What follows belongs to an exercise in optimizing a design on an open flow for small area, a short achievable clock period and few clock cycles per item; a production flow would make more cautious choices.
The RTL was checked by simulation tests, not by an equivalence proof against the original design.
Power figures rest on the tool's default switching activity, not on a simulated workload.

## config.mk

```make
export PLATFORM = sky130hd
export DESIGN_NAME = timed_event_replay_queue
export DESIGN_NICKNAME = timed_event_replay_queue
export VERILOG_FILES = /design/flow/design.v
export SDC_FILE = /design/flow/constraint.sdc
export NUM_CORES = 4
export LEC_CHECK = 0
export CAP_MARGIN = 20
export CORE_MARGIN = 2
export CORE_UTILIZATION = 65
export CTS_BUF_LIST = sky130_fd_sc_hd__clkbuf_8
export CTS_CLUSTER_DIAMETER = 150
export CTS_CLUSTER_SIZE = 14
export PLACE_DENSITY = 0.8
export SETUP_SLACK_MARGIN = 5
export SLEW_MARGIN = 20
export TNS_END_PERCENT = 2
```

## constraint.sdc

```tcl
create_clock -name core_clock -period 9.0 [get_ports {i_clk}]
set_input_delay 1.8000 -clock core_clock [delete_from_list [all_inputs] [get_ports {i_clk}]]
set_output_delay 1.8000 -clock core_clock [all_outputs]
set_load 0.01 [all_outputs]
```

## design.v

```verilog
package terq_pkg;
    typedef enum logic [2:0] {
        ST_PUSHED   = 3'd0,
        ST_DROPPED  = 3'd1,
        ST_EMPTY    = 3'd2,
        ST_WAIT     = 3'd3,
        ST_RELEASED = 3'd4
    } t_status;
    typedef struct packed {
        logic signed [31:0] stamp;
        logic               is_reset;
        logic        [31:0] payload;
    } t_entry;
    localparam logic [30:0] DELAY_MAX = 31'h7FFF_FFFF;
endpackage
module timed_event_replay_queue #(
    parameter int QUEUE_DEPTH = 16
) (
    input  logic               i_clk,
    input  logic               i_rst_n,
    input  logic               i_start,
    output logic               o_busy,
    input  logic               i_action,
    input  logic signed [31:0] i_now_time,
    input  logic signed [31:0] i_event_stamp,
    input  logic               i_event_is_reset,
    input  logic        [31:0] i_event_payload,
    output logic               o_valid,
    output logic        [2:0]  o_status,
    output logic        [30:0] o_wait_delay,
    output logic signed [31:0] o_out_stamp,
    output logic               o_out_is_reset,
    output logic        [31:0] o_out_payload
);
    localparam int MEM_DEPTH = QUEUE_DEPTH - 1;
    localparam int MEM_MAX   = QUEUE_DEPTH - 1;    
    localparam int MCNT_W    = $clog2(MEM_MAX + 1);
    localparam logic [MCNT_W-1:0] MEM_FULL = MCNT_W'(MEM_MAX);
    assign o_busy = 1'b0;
    logic        r_in_valid;
    logic        r_in_action;
    logic [31:0] r_in_now;
    logic [31:0] r_in_ela;       
    logic        r_in_drop;      
    logic [64:0]          r_head;             
    logic                 r_hv;               
    logic [64:0]          mem [MEM_DEPTH];
    logic [MEM_DEPTH-1:0] r_rd;               
    logic [MEM_DEPTH-1:0] r_wr;               
    logic [MCNT_W-1:0]    r_mc;               
    logic [31:0]          r_ms, r_tb, r_off;
    logic                 r_ms_set, r_tb_set;
    wire [31:0] h_stamp = r_head[64:33];
    wire        h_isr   = r_head[32];
    logic [64:0] mem_rd;
    always_comb begin
        mem_rd = '0;
        for (int i = 0; i < MEM_DEPTH; i++) mem_rd = mem_rd | (r_rd[i] ? mem[i] : 65'd0);
    end
    wire mem_any  = (r_mc != '0);
    wire [MCNT_W-1:0] mc_inc = r_mc + 1'b1;
    wire [MCNT_W-1:0] mc_dec = r_mc - 1'b1;
    wire not_full = !r_hv || (r_mc != MEM_FULL);
    wire do_poll = r_in_valid && r_in_action && r_hv;
    wire [31:0] now = r_in_now;
    wire [31:0] ela = r_in_ela;               
    wire [31:0] dm1 = ela + ~r_off;           
    wire off_le0 = r_off[31] || (r_off == 32'd0);
    wire signed [31:0] ela_s = ela;
    wire signed [31:0] off_s = r_off;
    wire due_set = ela_s >= off_s;
    wire due     = r_ms_set ? due_set : off_le0;
    wire [31:0] wdel  = r_ms_set ? ~dm1 : r_off;
    wire        sat   = r_ms_set && !r_off[31] && ela[31] && wdel[31];
    wire [30:0] delay = sat ? 31'h7FFF_FFFF : wdel[30:0];
    wire now_pos   = !now[31] && (now != 32'd0);
    wire stamp_pos = !h_stamp[31] && (h_stamp != 32'd0);
    wire release_h = do_poll && due;
    wire rebase    = release_h && h_isr;
    wire cap_ms    = do_poll && (!r_ms_set || rebase);
    wire cap_tb    = do_poll && (!r_tb_set || rebase);
    wire load_head = (release_h || !r_hv) && mem_any;
    wire [31:0] x         = mem_rd[64:33];
    wire [31:0] x_tb      = x - r_tb;
    wire [31:0] x_h       = x - h_stamp;
    wire        tb_from_h = r_hv && (!r_tb_set || h_isr);
    wire        tb_set_nx = tb_from_h ? stamp_pos : r_tb_set;
    wire [31:0] ela_new = i_now_time - now;
    wire [31:0] ela_old = i_now_time - r_ms;
    wire push_in = i_start && !i_action;
    wire room    = not_full || release_h;
    wire push_ok = push_in && room;
    always_ff @(posedge i_clk) begin
        if (!i_rst_n) r_in_valid <= 1'b0;
        else          r_in_valid <= i_start;
    end
    always_ff @(posedge i_clk) begin
        r_in_action <= i_action;
        r_in_now    <= i_now_time;
        r_in_ela    <= (ela_new & {32{cap_ms}}) | (ela_old & {32{!cap_ms}});
        r_in_drop   <= !room;
    end
    always_ff @(posedge i_clk) begin
        if (!i_rst_n) begin
            r_hv     <= 1'b0;
            r_rd     <= MEM_DEPTH'(1);
            r_wr     <= MEM_DEPTH'(1);
            r_mc     <= '0;
            r_ms_set <= 1'b0;
            r_tb_set <= 1'b0;
        end else begin
            if (load_head)      r_hv <= 1'b1;
            else if (release_h) r_hv <= 1'b0;
            if (load_head) r_rd <= {r_rd[MEM_DEPTH-2:0], r_rd[MEM_DEPTH-1]};
            if (push_ok)   r_wr <= {r_wr[MEM_DEPTH-2:0], r_wr[MEM_DEPTH-1]};
            r_mc <= (mc_inc & {MCNT_W{push_ok && !load_head}})
                  | (mc_dec & {MCNT_W{load_head && !push_ok}})
                  | (r_mc   & {MCNT_W{push_ok == load_head}});
            if (cap_ms) r_ms_set <= now_pos;
            if (cap_tb) r_tb_set <= stamp_pos;
        end
    end
    always_ff @(posedge i_clk) begin
        if (cap_ms) r_ms <= now;
        if (cap_tb) r_tb <= h_stamp;
        if (load_head) begin
            r_head <= mem_rd;
            r_off  <= !tb_set_nx ? 32'd0 : tb_from_h ? x_h : x_tb;
        end
    end
    wire [64:0] in_entry = {i_event_stamp, i_event_is_reset, i_event_payload};
    always_ff @(posedge i_clk) begin
        for (int i = 0; i < MEM_DEPTH; i++) begin
            if (push_in && r_wr[i] && room) mem[i] <= in_entry;
        end
    end
    logic        r_out_valid;
    logic [2:0]  r_out_status;
    logic [30:0] r_out_delay;
    logic [64:0] r_out_entry;
    always_ff @(posedge i_clk) begin
        if (!i_rst_n) r_out_valid <= 1'b0;
        else          r_out_valid <= r_in_valid;
    end
    always_ff @(posedge i_clk) begin
        if (!r_in_action)  r_out_status <= r_in_drop ? terq_pkg::ST_DROPPED : terq_pkg::ST_PUSHED;
        else if (!r_hv)    r_out_status <= terq_pkg::ST_EMPTY;
        else               r_out_status <= due ? terq_pkg::ST_RELEASED : terq_pkg::ST_WAIT;
        r_out_delay <= (r_in_action && r_hv) ? delay : 31'd0;    
        r_out_entry <= (r_in_action && r_hv) ? r_head : 65'd0;
    end
    assign o_valid        = r_out_valid;
    assign o_status       = r_out_status;
    assign o_wait_delay   = r_out_status[2] ? 31'd0 : r_out_delay;
    assign o_out_stamp    = r_out_entry[64:33];
    assign o_out_is_reset = r_out_entry[32];
    assign o_out_payload  = r_out_entry[31:0];
endmodule
```

## flow/run.sh

```bash
#!/bin/bash
# The standard layout, with buf_2 cells as the port buffers (the standard flow's
# buffer_ports picks a slow delay buffer). Everything else is the standard.sh.
set -euo pipefail
export BUFFER_PORTS_ARGS="-buffer_cell sky130_fd_sc_hd__buf_2"
bash standard.sh > standard.log 2>&1
```

## standard.sh

```bash
#!/bin/bash
# synth_recipe.tcl (not shown) runs the flow's synth.tcl, then flattens the netlist and writes it again
# the make line also repeats each setting of config.mk as NAME=value (left out here)
make -C /OpenROAD-flow-scripts/flow DESIGN_CONFIG=/design/flow/config.mk WORK_HOME=/design/flow/orfs CLKGATE_MAP_FILE= SYNTH_SCRIPT=/design/flow/synth_recipe.tcl "${@:-finish}"
```

==> summary.md, run 1 <==
| Metric | Value |
|---|---|
| Status | `timing/DRC/antenna clean` |
| Initial antenna violation count | `23` |
| Buf/Inv on CP | `3` |
| WP data required | `around 9.6 ns` |
| First-pass GRT wire length | `208100 um` |
| Crit Path Max Fanout | `35` |
| Tmin final | `approximately 4 ns` |
| Clock power share | `20.6%` |
| Critical-path top delay cell | `dfxtp_2` |
| Headroom to the max-slew limit | `40.68%` |
| Clk sink count | `around 1300` |
| Combinational fraction of design power | `28.5%` |
| CP dominant cell by count | `buf_12` |
| Num rows | `104` |
| Synth cell count leaders | `edfxtp_1 (1136), a22oi_1 (264), dfxtp_1 (204)` |
| Die ar. | `83850 um2` |
| Synth top area share | `64.36%` |
| Worst hold path type | `reg2reg` |
| NetSw | `approximately 0.0049 W` |
| Pint | `0.01017 W` |
| Layout cell share with drive strength beyond 1 | `15.24%` |
| I/O Buffers | `200` |
| Crit path launch type | `register` |
| Vias per cell | `6.920` |
| Worst vdd ir | `165.8 uV` |
| Fin. Hold Viols | `0` |
| Seq pwr share | `approximately half` |
| Non-Filler Instances | `about 5000` |
| DR iter-0 viols | `roughly 5800` |
| FF+latch count, synth | `1340` |
| Clock Tree Root | `clkbuf_8` |
| Number of global-route vias before repair | `32690` |
| Nets | `4106` |
| Clk_skew | `between 0.07 and 0.08 ns` |
| Fmax | `247.6 MHz` |
| Slowest stage delay, CP | `0.43 ns` |
| Leading post-synthesis cells by cell area | `edfxtp_1 (64%), dfxtp_1 (7.7%), a22oi_1 (3.7%)` |
| Syn_nets | `3781` |
| Pwr dens | `approximately 250 nW/um2` |
| Area grow syn2layout | `12.07%` |
| Syn. warnings | `2` |
| Slew Viols, Final | `0` |
| Sw Share | `32.32%` |
| Tcrit/Tclk final | `44.87%` |
| Synth cell types | `82` |
| Crit-path cells | `buf_12 -> o21ai_4 -> buf_12 -> mux2_2 -> ha_2 -> inv_1 -> fa_2 -> a211oi_4 -> o21a_1 -> o31a_1 -> o211a_1 -> o311ai_2 -> a31oi_2 -> o21a_2 -> or3_1 -> a21oi_2` |
| RSZ-0062 raised after global routing | `yes` |
| Core ar. | `80680 um2` |
| Worst Setup End Kind | `register` |
| Starting Density | `65.70%` |
| Syn Area/Cell | `between 10 and 15 um2` |
| Clock Tree Buf Depth | `3` |
| Cell count after placement | `4679` |
| Syn Inst Count | `3546` |
| DP HPWL | `76770 um` |
| CTS hold repair buffers | `0` |
| Post-synthesis async set-or-reset flop share | `0%` |
| CTS tree | `yes` |
| Post-DRT Antenna Nets | `0` |
| Ys flop type | `edfxtp_1` |
| Endpoints failing setup | `0` |
| Crit path DAT | `about 4.6 ns` |
| H-tree levels | `3` |
| Worst Tran Pin Value | `between 0.8 and 0.9 ns` |
| Setup_tns | `0 ns` |
| Top Ports | `202` |
| Die Width | `289.6 um` |
| Kind of cell adding the most delay to the critical path | `compound AO/OA/AOI/OAI gates` |
| Via count of the routed design | `~35000` |
| CTS clk-pin slew, worst paths | `0.10 ns` |
| Routed WL | `approximately 150000 um` |
| Num CTS Buffers | `105` |
| Total GRT Usage | `around 34%` |
| Drt pass-1 iters | `6` |
| Chip height | `about 290 um` |
| Wirelength per Cell | `30.52 um` |
| Final GP Congestion | `approximately 0.93` |
| Count leader, synth | `edfxtp_1` |
| Residual DRC | `0` |
| Kind of critical path | `reg2reg` |
| Mapped Area | `53000 um2` |
| Pleak | `21.22 nW` |
| Worst-Skew Late Latency | `between 0.7 and 0.8 ns` |
| Largest net degree at the start of global routing | `71` |
| Number of enable flip-flop cells after synthesis | `1136` |
| Max Cap Viol | `0` |
| Post-synthesis sequential area ratio | `72.06%` |
| Synth area leader | `edfxtp_1` |
| Global route overflow | `0` |
-- path summary, 6_finish.rpt --
| kind | slack [ns] | cells past startpoint | start | to |
|---|---|---|---|---|
| max reg2reg | 4.96 | 16 | r_hv | r_off[26] |
| min | 0.46 | 0 | r_in_now[21] | r_ms[21] |
| min reg2reg | 0.46 | 0 | r_in_now[21] | r_ms[21] |
| max | 4.96 | 16 | r_hv | r_off[26] |
-- final cells by class --
class	count	area [um2]
sequential	1340	38260
multi-input combinational	1906	13970
clock inverter	82	399.1
clock buffer	105	1445
inverter	139	569.3
fill	4827	21270
antenna	13	32.53
timing repair buffer	379	3398
tap	1060	1326
-- what timing repair did --
item / in CTS / in global routing
gates cloned: 8 / 12
resized for setup: 93 / 75
pin swaps: 16 / 45
endpoints found under the setup margin: 960 / 964
setup buffers: 37 / 87
-- logic make-up (layout without fill, tap and decap cells) --
family          count (synthesis)  count (layout)  share of synthesized area [%]
compound gates                908             908                          12.58
flops                        1340            1340                          72.06
buf+inv                       305             705                          2.238
simple gates                  696             701                          7.002
fa+ha+maj                     134             134                          3.220
other cells                     1              14                       0.007075
mux                            83              83                          1.579
xor+xnor                       79              79                          1.305
-- power by group through the flow --
stage | Clock [W] | Combinational [W] | Sequential (W)
after floorplan | 0 | 0.00259 | 0.00763
after CTS | 0.00308 | 0.00381 | 0.00765
after detailed placement | 0 | 0.00357 | 0.00783
final | 0.00310 | 0.00428 | 0.00765
after global routing | 0.00332 | 0.00459 | 0.00769
after global placement | 0 | 0.00353 | 0.00782
-- flip-flops by register name, indices dropped and copies added (netlist names), 4 cells and up --
name         count
mem            975
r_head          65
r_in_ela        32
r_in_now        32
r_mc             4
r_ms            32
r_off           32
r_out_delay     31
r_out_entry     65
r_rd            15
r_tb            32
r_wr            15
-- placed cells by master (no fill, tap or decap), types with 64 or more instances in the layout --
cell type,instances
a221oi_1,64
nand2_1,128
ha_1,114
clkbuf_8,106
a22o_1,64
o21ai_0,85
mux2i_1,78
nand4_1,82
inv_1,208
and3_1,136
a22oi_1,263
a21oi_1,132
a222oi_1,65
dfxtp_1,185
buf_2,200
buf_4,107
nor2_1,106
edfxtp_1,1136
-- per-layer routing --
metal,vias up,global-route usage (%),wire [um]
li1,14730,-,-
met2,2678,54.59,71420
met1,16820,45.32,52410
met5,-,0,188
met3,511,8.430,21370
met4,24,14.42,7948
-- metrics by stage --
step | hold WS, ns | area, um2 | util (%) | setup WS, ns | power [W]
global placement | 0.4451 | 55090 | 68.29 | 4.189 | 0.01135
finish | 0.4553 | 59400 | 73.63 | 4.962 | 0.01503
global route | 0.4608 | 59380 | 73.61 | 4.851 | 0.01560
CTS | 0.4540 | 57930 | 71.80 | 4.746 | 0.01454
floorplan | 0.4305 | 53010 | - | 4.474 | 0.01021
detailed placement | 0.4432 | 55090 | 68.29 | 4.162 | 0.01140
Testbench counts, summed over its fixed seeds: cycles 16,016, items 16,000.
==> run 2, diff against run 1 <==
==> flow/run.sh (replaced) <==
#!/bin/bash
# The standard layout, with buf_2 cells as the port buffers (the standard flow's
# buffer_ports picks a slow delay buffer), and a clock tree without dummy loads.
# Everything else is the standard.sh.
set -euo pipefail
export BUFFER_PORTS_ARGS="-buffer_cell sky130_fd_sc_hd__buf_2"
export CTS_ARGS="-sink_clustering_enable -repair_clock_nets -sink_clustering_size 14 -sink_clustering_max_diameter 150 -buf_list sky130_fd_sc_hd__clkbuf_8 -dont_use_dummy_load"
bash standard.sh > standard.log 2>&1
==> run 2 against run 1 <==
Effect of this change:
- non-clock buffer count is 49 lower
- final area is 1.7% lower
- clock skew is 0.031 ns higher
- total power is 2.4% lower
- critical path depth is 3 lower
- critical path type unchanged
==> summary.md, run 2 <==
| Metric | Value |
|---|---|
| Total GRT Usage | `34.26%` |
| Most frequent cells in the layout | `edfxtp_1 (1136), a22oi_1 (264), buf_2 (200), dfxtp_1 (185), and3_1 (136)` |
| Ys flop type | `edfxtp_1` |
| Endpoints failing setup | `0` |
| Headroom to the max-slew limit | `~40%` |
| Clock Tree Root | `clkbuf_8` |
| Chip height | `a little under 300 um` |
| Pint | `roughly 0.01 W` |
| Slowest stage delay, CP | `0.54 ns` |
| Synth top area share | `64.36%` |
| Worst flop-to-flop path startpoint | `r_off[9]` |
| Worst-Skew Late Latency | `around 0.80 ns` |
| Max FFs per register | `975` |
| Non-Filler Instances | `4895` |
| FF+latch count, synth | `1340` |
| Starting Density | `65.70%` |
| Finished Core Util | `72.40%` |
| Num CTS Buffers | `105` |
| Count leader, synth | `edfxtp_1` |
| Tmin final | `between 4 and 5 ns` |
| Initial antenna violation count | `19` |
| Largest net degree at the start of global routing | `77` |
| Critical-path top delay cell | `a311oi_4` |
| Area grow syn2layout | `10.20%` |
| Commonest non-fill, non-tap cell in the layout | `edfxtp_1` |
| Clk sink count | `1340` |
| Worst reg2reg endpoint | `mem[14][8]` |
| Crit path launch type | `register` |
| Routed WL | `150000 um` |
| CTS hold repair buffers | `0` |
| Top Ports | `202` |
| Setup_tns | `0 ns` |
| CTS tree | `yes` |
| First-pass GRT wire length | `208500 um` |
| Worst hold path endpoint | `r_ms[21]` |
| Tot Pwr | `0.01467 W` |
| Crit Path Max Fanout | `38` |
| CP dominant cell by count | `a21o_1` |
| Core ar. | `80680 um2` |
| Pleak | `20.48 nW` |
| Fill count | `4967` |
| Wirelength per Cell | `30.64 um` |
| Layout cell share with drive strength beyond 1 | `13.84%` |
| Number of global-route vias before repair | `32670` |
| Syn Inst Count | `3546` |
| Combinational fraction of design power | `about 28%` |
| Post-DRT Antenna Nets | `0` |
| NetSw | `0.004687 W` |
| Leading post-synthesis cells by cell area | `edfxtp_1 (64%), dfxtp_1 (7.7%), a22oi_1 (3.7%)` |
| Worst Tran Pin Value | `0.8830 ns` |
| Post-synthesis async set-or-reset flop share | `0%` |
| Clock power share | `19.4%` |
| Drt pass-1 iters | `7` |
| Tcrit/Tclk final | `a little under half` |
| Die ar. | `83850 um2` |
| Syn Area/Cell | `14.95 um2` |
| Global route overflow | `0` |
| Number of enable flip-flop cells after synthesis | `1136` |
| Post-synthesis sequential area ratio | `72.06%` |
| Clk_skew | `0.1027 ns` |
| Cell count after placement | `4679` |
| Nets | `4058` |
| RSZ-0062 raised after global routing | `yes` |
| Regs by FF count | `mem: 975 flops, r_head: 65 flops, r_out_entry: 65 flops` |
| CTS clk-pin slew, worst paths | `0.10 ns` |
| WP data required | `9.42 ns` |
| DP HPWL | `76770 um` |
| Synth area leader | `edfxtp_1` |
| Crit-path cells | `inv_1 -> ha_1 -> a21o_1 -> a21o_1 -> a211oi_1 -> o31a_1 -> o21ai_1 -> a311oi_4 -> nor3_2 -> buf_4 -> o211ai_1 -> inv_6 -> buf_8` |
| Synth cell count leaders | `edfxtp_1 (1136), a22oi_1 (264), dfxtp_1 (204)` |
| Fmax | `241.3 MHz` |
| DR iter-0 viols | `5658` |
| Residual DRC | `0` |
| Seq pwr share | `a little over half` |
| Syn_nets | `3781` |
| Largest reg by FF count | `mem` |
| Reg2Reg Depth | `13` |
| H-tree levels | `3` |
| Clock Tree Buf Depth | `3` |
| Sw Share | `31.94%` |
| Final GP Congestion | `between 0.9 and 1` |
| R2R setup slack | `4.86 ns` |
| Syn. warnings | `2` |
| Die Width | `289.6 um` |
| Slew Viols, Final | `0` |
| Hold_ws | `0.4647 ns` |
| Worst Setup End Kind | `register` |
| Num rows | `104` |
| Worst hold path type | `reg2reg` |
| I/O Buffers | `200` |
| Min-delay src | `r_in_now[21]` |
| Via count of the routed design | `34360` |
| Crit path DAT | `4.57 ns` |
| Status | `timing/DRC/antenna clean` |
| Mapped Area | `53000 um2` |
| Worst vdd ir | `153.6 uV` |
| Hold Path Depth | `0` |
| Kind of critical path | `reg2reg` |
| Pwr dens | `251.2 nW/um2` |
| Fin. Hold Viols | `0` |
| Vias per cell | `7.020` |
| Synth cell types | `82` |
| Max Cap Viol | `0` |
-- run 2: cell count changes in the layout (fill, tap and decap cells not counted), sizes merged, moves of 2 or more --
cell | previous run | this run
bufinv | 2 | 0
clkinvlp | 2 | 0
buf | 363 | 316
inv | 214 | 138
clkbuf | 118 | 115
-- run 2: kinds of logic after synthesis --
group                      share of synthesized area, %
AOI/OAI and AO/OA                                 12.58
xor gates and xnor gates                          1.305
buffers and inverters                             2.238
muxes                                             1.579
and+or+nand+nor                                   7.002
adders and majority gates                         3.220
DFF                                               72.06
other                                          0.007075
-- run 2: worst max path at each step --
stage / slack (ns) / start / endpoint
floorplan: 4.47 / r_off[25] / mem[2][0]
global placement: 4.19 / r_hv / r_off[26]
detailed placement: 4.16 / r_off[18] / r_rd[2]
CTS: 4.75 / r_off[9] / r_in_ela[3]
global route: 4.70 / r_rd[3] / r_off[31]
finish: 4.86 / r_off[9] / mem[14][8]
-- run 2: power by group through the flow --
stage	clock network, W	logic (W)	registers [W]
final	0.00285	0.00417	0.00765
after floorplan	0	0.00259	0.00763
after detailed placement	0	0.00357	0.00783
after CTS	0.00285	0.00383	0.00765
after global routing	0.00306	0.00447	0.00769
after global placement	0	0.00353	0.00782
-- run 2: critical path, delay by kind of cell, from the launching register on --
kind / cells / cell delay, ns
adders and majority gates: 1 / 0.36
buffers and inverters: 4 / 0.87
and+or+nand+nor: 1 / 0.10
DFF: 1 / 0.41
AOI/OAI and AO/OA: 7 / 2.02
-- run 2: timing repair --
item | in CTS | in global routing
gates cloned | 9 | 10
setup buffers | 44 | 34
resized for setup | 96 | 37
pin swaps | 18 | 19
setup endpoints to repair | 949 | 980
-- run 2: per-layer routing --
layer	routed length, um	GRT usage, %	vias to the layer above
met2	70310	54.36	2743
met3	20480	7.582	448
met1	51890	45.53	16600
li1	-	-	14550
met5	132	0	-
met4	7153	16.54	20
-- run 2: per-stage QoR --
stage | worst slack (ns) | area, um2
final | 4.855 | 58410
after global routing | 4.702 | 58390
after CTS | 4.751 | 57650
after detailed placement | 4.162 | 55090
after global placement | 4.189 | 55090
after floorplan | 4.474 | 53010
-- run 2: layout make-up --
cell class,instances,area (um2),area share (%)
Timing Repair Buffer,330,2913,4.987
Tap cell,1060,1326,2.271
Inverter,139,551.8,0.9446
Timing Repair inverter,1,8.758,0.01499
Multi-Input combinational cell,1906,13870,23.74
Antenna cell,14,35.03,0.05998
Sequential cell,1340,38260,65.50
Clock buffer,105,1445,2.474
==> run 3, diff against run 2 <==
--- a/design.v
+++ b/design.v
@@ -33,6 +33,8 @@
     output logic        [31:0] o_out_payload
 );
     localparam int MEM_DEPTH = QUEUE_DEPTH - 1;
+    localparam int PTR_W     = $clog2(MEM_DEPTH);
+    localparam logic [PTR_W-1:0] PTR_LAST = PTR_W'(MEM_DEPTH - 1);
     localparam int MEM_MAX   = QUEUE_DEPTH - 1;    
     localparam int MCNT_W    = $clog2(MEM_MAX + 1);
     localparam logic [MCNT_W-1:0] MEM_FULL = MCNT_W'(MEM_MAX);
@@ -46,7 +48,7 @@
     logic                 r_hv;               
     logic [64:0]          mem [MEM_DEPTH];
     logic [MEM_DEPTH-1:0] r_rd;               
-    logic [MEM_DEPTH-1:0] r_wr;               
+    logic [PTR_W-1:0]     r_wr;               
     logic [MCNT_W-1:0]    r_mc;               
     logic [31:0]          r_ms, r_tb, r_off;
     logic                 r_ms_set, r_tb_set;
@@ -104,7 +106,7 @@
         if (!i_rst_n) begin
             r_hv     <= 1'b0;
             r_rd     <= MEM_DEPTH'(1);
-            r_wr     <= MEM_DEPTH'(1);
+            r_wr     <= '0;
             r_mc     <= '0;
             r_ms_set <= 1'b0;
             r_tb_set <= 1'b0;
@@ -112,7 +114,7 @@
             if (load_head)      r_hv <= 1'b1;
             else if (release_h) r_hv <= 1'b0;
             if (load_head) r_rd <= {r_rd[MEM_DEPTH-2:0], r_rd[MEM_DEPTH-1]};
-            if (push_ok)   r_wr <= {r_wr[MEM_DEPTH-2:0], r_wr[MEM_DEPTH-1]};
+            if (push_ok)   r_wr <= (r_wr == PTR_LAST) ? '0 : r_wr + 1'b1;
             r_mc <= (mc_inc & {MCNT_W{push_ok && !load_head}})
                   | (mc_dec & {MCNT_W{load_head && !push_ok}})
                   | (r_mc   & {MCNT_W{push_ok == load_head}});
@@ -131,7 +133,7 @@
     wire [64:0] in_entry = {i_event_stamp, i_event_is_reset, i_event_payload};
     always_ff @(posedge i_clk) begin
         for (int i = 0; i < MEM_DEPTH; i++) begin
-            if (push_in && r_wr[i] && room) mem[i] <= in_entry;
+            if (push_in && r_wr == PTR_W'(i) && room) mem[i] <= in_entry;
         end
     end
     logic        r_out_valid;
==> run 3 against run 2 <==
Effect of this change:
- highest routed layer unchanged
- combinational power rose by 9.1%
- final cell count shrank 0.25%
- largest cell class unchanged
- via count is 1.4% lower
==> summary.md, run 3 <==
| Metric | Value |
|---|---|
| Status | `timing/DRC/antenna clean` |
| Finished Core Util | `73.50%` |
| H-tree levels | `3` |
| Layout cell share with drive strength beyond 1 | `17.67%` |
| Synth cell types | `85` |
| NetSw | `roughly 0.0048 W` |
| Worst hold path type | `reg2reg` |
| Number of global-route vias before repair | `32310` |
| Pleak | `20.66 nW` |
| Die ar. | `between 80000 and 90000 um2` |
| Drt pass-1 iters | `8` |
| Post-synthesis sequential area ratio | `between 70 and 80%` |
| Number of enable flip-flop cells after synthesis | `1136` |
| Mapped Area | `52570 um2` |
| Fmax | `between 200 and 250 MHz` |
| Post-Synth XOR/XNOR Area | `1.683%` |
| Crit Path Max Fanout | `14` |
| DR iter-0 viols | `5086` |
| CTS clk-pin slew, worst paths | `0.12 ns` |
| Wirelength per Cell | `30.66 um` |
| Multi-input gate area | `14130 um2` |
| Area grow syn2layout | `12.26%` |
| Worst vdd ir | `176.9 uV` |
| Most frequent cells in the layout | `edfxtp_1 (1136), a22oi_1 (262), buf_2 (199), dfxtp_1 (174), inv_1 (138)` |
| Clock Tree Root | `clkbuf_8` |
| Initial antenna violation count | `23` |
| Endpoints failing setup | `0` |
| Post-DRT Antenna Nets | `0` |
| Final GP Congestion | `0.9252` |
| Residual DRC | `0` |
| Headroom to the max-slew limit | `37.54%` |
| Syn_nets | `3708` |
| Fin. Hold Viols | `0` |
| Combinational fraction of design power | `30.4%` |
| FF+latch count, synth | `1329` |
| Via count of the routed design | `33870` |
| Worst Tran Pin Value | `0.9358 ns` |
| Regs by FF count | `mem: 975 flops, r_head: 65 flops, r_out_entry: 65 flops` |
| Clock Tree Buf Depth | `3` |
| Global route overflow | `0` |
| Hold Path Depth | `0` |
| Worst reg2reg endpoint | `mem[0][23]` |
| Worst-Skew Late Latency | `a little under 0.8 ns` |
| Min-delay src | `r_in_now[14]` |
| Top Ports | `202` |
| Max Cap Viol | `0` |
| Seq pwr share | `between 50% and 60%` |
| Count leader, synth | `edfxtp_1` |
| Syn Area/Cell | `15.14 um2` |
| Chip height | `288.4 um` |
| Num CTS Buffers | `104` |
| Largest reg by FF count | `mem` |
| Synth cell count leaders | `edfxtp_1 (1136), a22oi_1 (266), dfxtp_1 (193)` |
| Kind of critical path | `reg2reg` |
| Routed WL | `approximately 150000 um` |
| First-pass GRT wire length | `208100 um` |
| Tot Pwr | `0.01498 W` |
| Synth area leader | `edfxtp_1` |
| Fill count | `4810` |
| Tmin final | `4.103 ns` |
| CTS tree | `yes` |
| Pwr dens | `253.8 nW/um2` |
| Commonest non-fill, non-tap cell in the layout | `edfxtp_1` |
| Synth Area in Compound Gates | `about 12%` |
| Syn Inst Count | `3473` |
| Clk sink count | `1329` |
| RSZ-0062 raised after global routing | `yes` |
| Tcrit/Tclk final | `45.59%` |
| Die Width | `288.4 um` |
| Crit path DAT | `4.52 ns` |
| Adder-Cell Fraction of Synth Area | `under 10%` |
| Syn. warnings | `2` |
| Ys flop type | `edfxtp_1` |
| Slew Viols, Final | `0` |
| Core ar. | `between 80000 and 90000 um2` |
| Largest family of logic cells by synthesized area | `compound AO/OA/AOI/OAI gates` |
| Starting Density | `65.48%` |
| Worst flop-to-flop path startpoint | `r_off[27]` |
| Synth top area share | `64.89%` |
| Post-synthesis async set-or-reset flop share | `0%` |
| Hold_ws | `between 0.4 and 0.5 ns` |
| R2R setup slack | `4.90 ns` |
| Start point of the critical path | `r_off[27]` |
| DP HPWL | `78080 um` |
| Setup_tns | `0 ns` |
| Num rows | `around 100` |
| Clk_skew | `0.08807 ns` |
| Clock power share | `19.2%` |
| Worst hold path endpoint | `r_ms[14]` |
| Leading post-synthesis cells by cell area | `edfxtp_1 (65%), dfxtp_1 (7.3%), a22oi_1 (3.8%)` |
| Sequential Area | `38040 um2` |
| Sw Share | `around a third` |
| Worst Setup End Kind | `register` |
| Max FFs per register | `975` |
| Largest net degree at the start of global routing | `94` |
| Crit path launch type | `register` |
| Vias per cell | `slightly below 7` |
| WP data required | `9.41 ns` |
| Pint | `between 0.01 and 0.015 W` |
| Reg2Reg Depth | `14` |
| Simple-gate share of the synthesized area | `just under 7%` |
| Mux contribution to synthesized area | `1.326%` |
| I/O Buffers | `200` |
| Total GRT Usage | `between 30 and 40%` |
| Nets | `4041` |
[run 3: changes by cell type after synthesis, sizes merged, moves of 11 or more]
cell,delta
dfxtp,-11
o21ai,+16
a21oi,-22
xor2,+17
nand2,-19
mux2i,-14
and2,-14
[run 3: cells by family after synthesis]
family,after synthesis
flip-flops,1329
AO/OA/AOI/OAI,874
AND/OR/NAND/NOR,659
buffers and inverters,306
adder cells (fa/ha/maj),134
XOR/XNOR,101
multiplexers,69
other,1
[run 3: how the worst max path moves through the flow]
stage	end	slack, ns
floorplan	mem[2][0]	4.11
CTS	r_off[30]	4.86
detailed placement	mem[0][40]	3.82
global placement	mem[0][36]	3.90
finish	mem[0][23]	4.90
global route	r_in_ela[31]	4.77
[run 3: final cells by class]
cell class | instances | area share, %
tap | 1060 | 2.247
sequential | 1329 | 64.46
timing repair buffer | 388 | 5.930
inverter | 142 | 0.9117
multi-input combinational | 1841 | 23.95
antenna | 19 | 0.08057
clock buffer | 104 | 2.426
[run 3: power groups by stage]
stage / Clock [W] / Sequential (W) / Combinational [W]
2_1_floorplan: 0 / 0.00757 / 0.00265
3_3_place_gp: 0 / 0.00773 / 0.00364
3_5_place_dp: 0 / 0.00774 / 0.00368
4_1_cts: 0.00284 / 0.00756 / 0.00400
5_1_grt: 0.00308 / 0.00759 / 0.00485
6_report: 0.00287 / 0.00756 / 0.00455
[run 3: per-layer routing]
metal	share of wire [%]	track usage (%)	vias to the layer above	wire length (um)
met5	0.045	0	-	67
met2	47	54.99	2583	70320
met3	13	8.555	477	19870
li1	-	-	14340	-
met1	34	45.10	16460	51440
met4	5.4	16.99	10	8015
[run 3: timing repair]
action,in CTS,in global routing
gates resized for setup,135,113
pin swaps,23,52
cloned,12,6
endpoints found under the setup margin,1049,1047
buffers inserted,62,59
hold buffers,0,0
[run 3: stage by stage]
stage	instances	setup slack (ns)	cell area (um2)
global route	4879	4.774	59000
CTS	4799	4.858	57780
floorplan	3473	4.108	52680
global placement	4620	3.899	54790
detailed placement	4621	3.823	54820
finish	4883	4.897	59010
[run 3: critical path, stage by stage (launching register included)]
cell      delay [ns]
edfxtp_1        0.40
inv_1           0.06
ha_2            0.41
and4_4          0.28
nand2_1         0.13
or3_4           0.42
o21ba_4         0.24
o31ai_2         0.08
a31oi_4         0.22
a31o_4          0.19
nand3b_4        0.15
or3_4           0.47
nor3_4          0.25
buf_6           0.23
buf_16          0.22
Testbench counts of run 3, summed over its fixed seeds: cycles 16,016, items 16,000.

what the ideal ports hide:
In the flow no input, the clock included, has a driving cell. The finished layouts below were timed again as built, in two steps. Step 1: set_driving_cell puts a clkbuf_16 on i_clk and a buf_2 on each other input, an assumption about the parent block. Step 2, shift: input delay + t, output delay - t, t = (earliest + latest rising clock arrival at the registers) / 2. This alone moves slack from input paths to output paths. Three values: ideal, step 1, step 2; two values: the first two.
run | t (ns) | setup WS [ns] | slew at the worst register clock pin (ns) | worst slew at a driven data input, ns | pins driven straight from the clock port
run 1 | 0.816 | 4.962 / 4.962 / 4.272 | 0.12 / 0.12 | 0.17 | 1
run 2 | 0.813 | 4.855 / 4.855 / 4.185 | 0.10 / 0.10 | 0.18 | 1
run 3 | 0.794 | 4.897 / 4.897 / 4.171 | 0.12 / 0.12 | 0.14 | 1
After both steps every run listed still meets setup and hold. The setup slack of run 3, which loses most, moves by 0.000 ns with the drivers and by -0.726 ns with both steps.
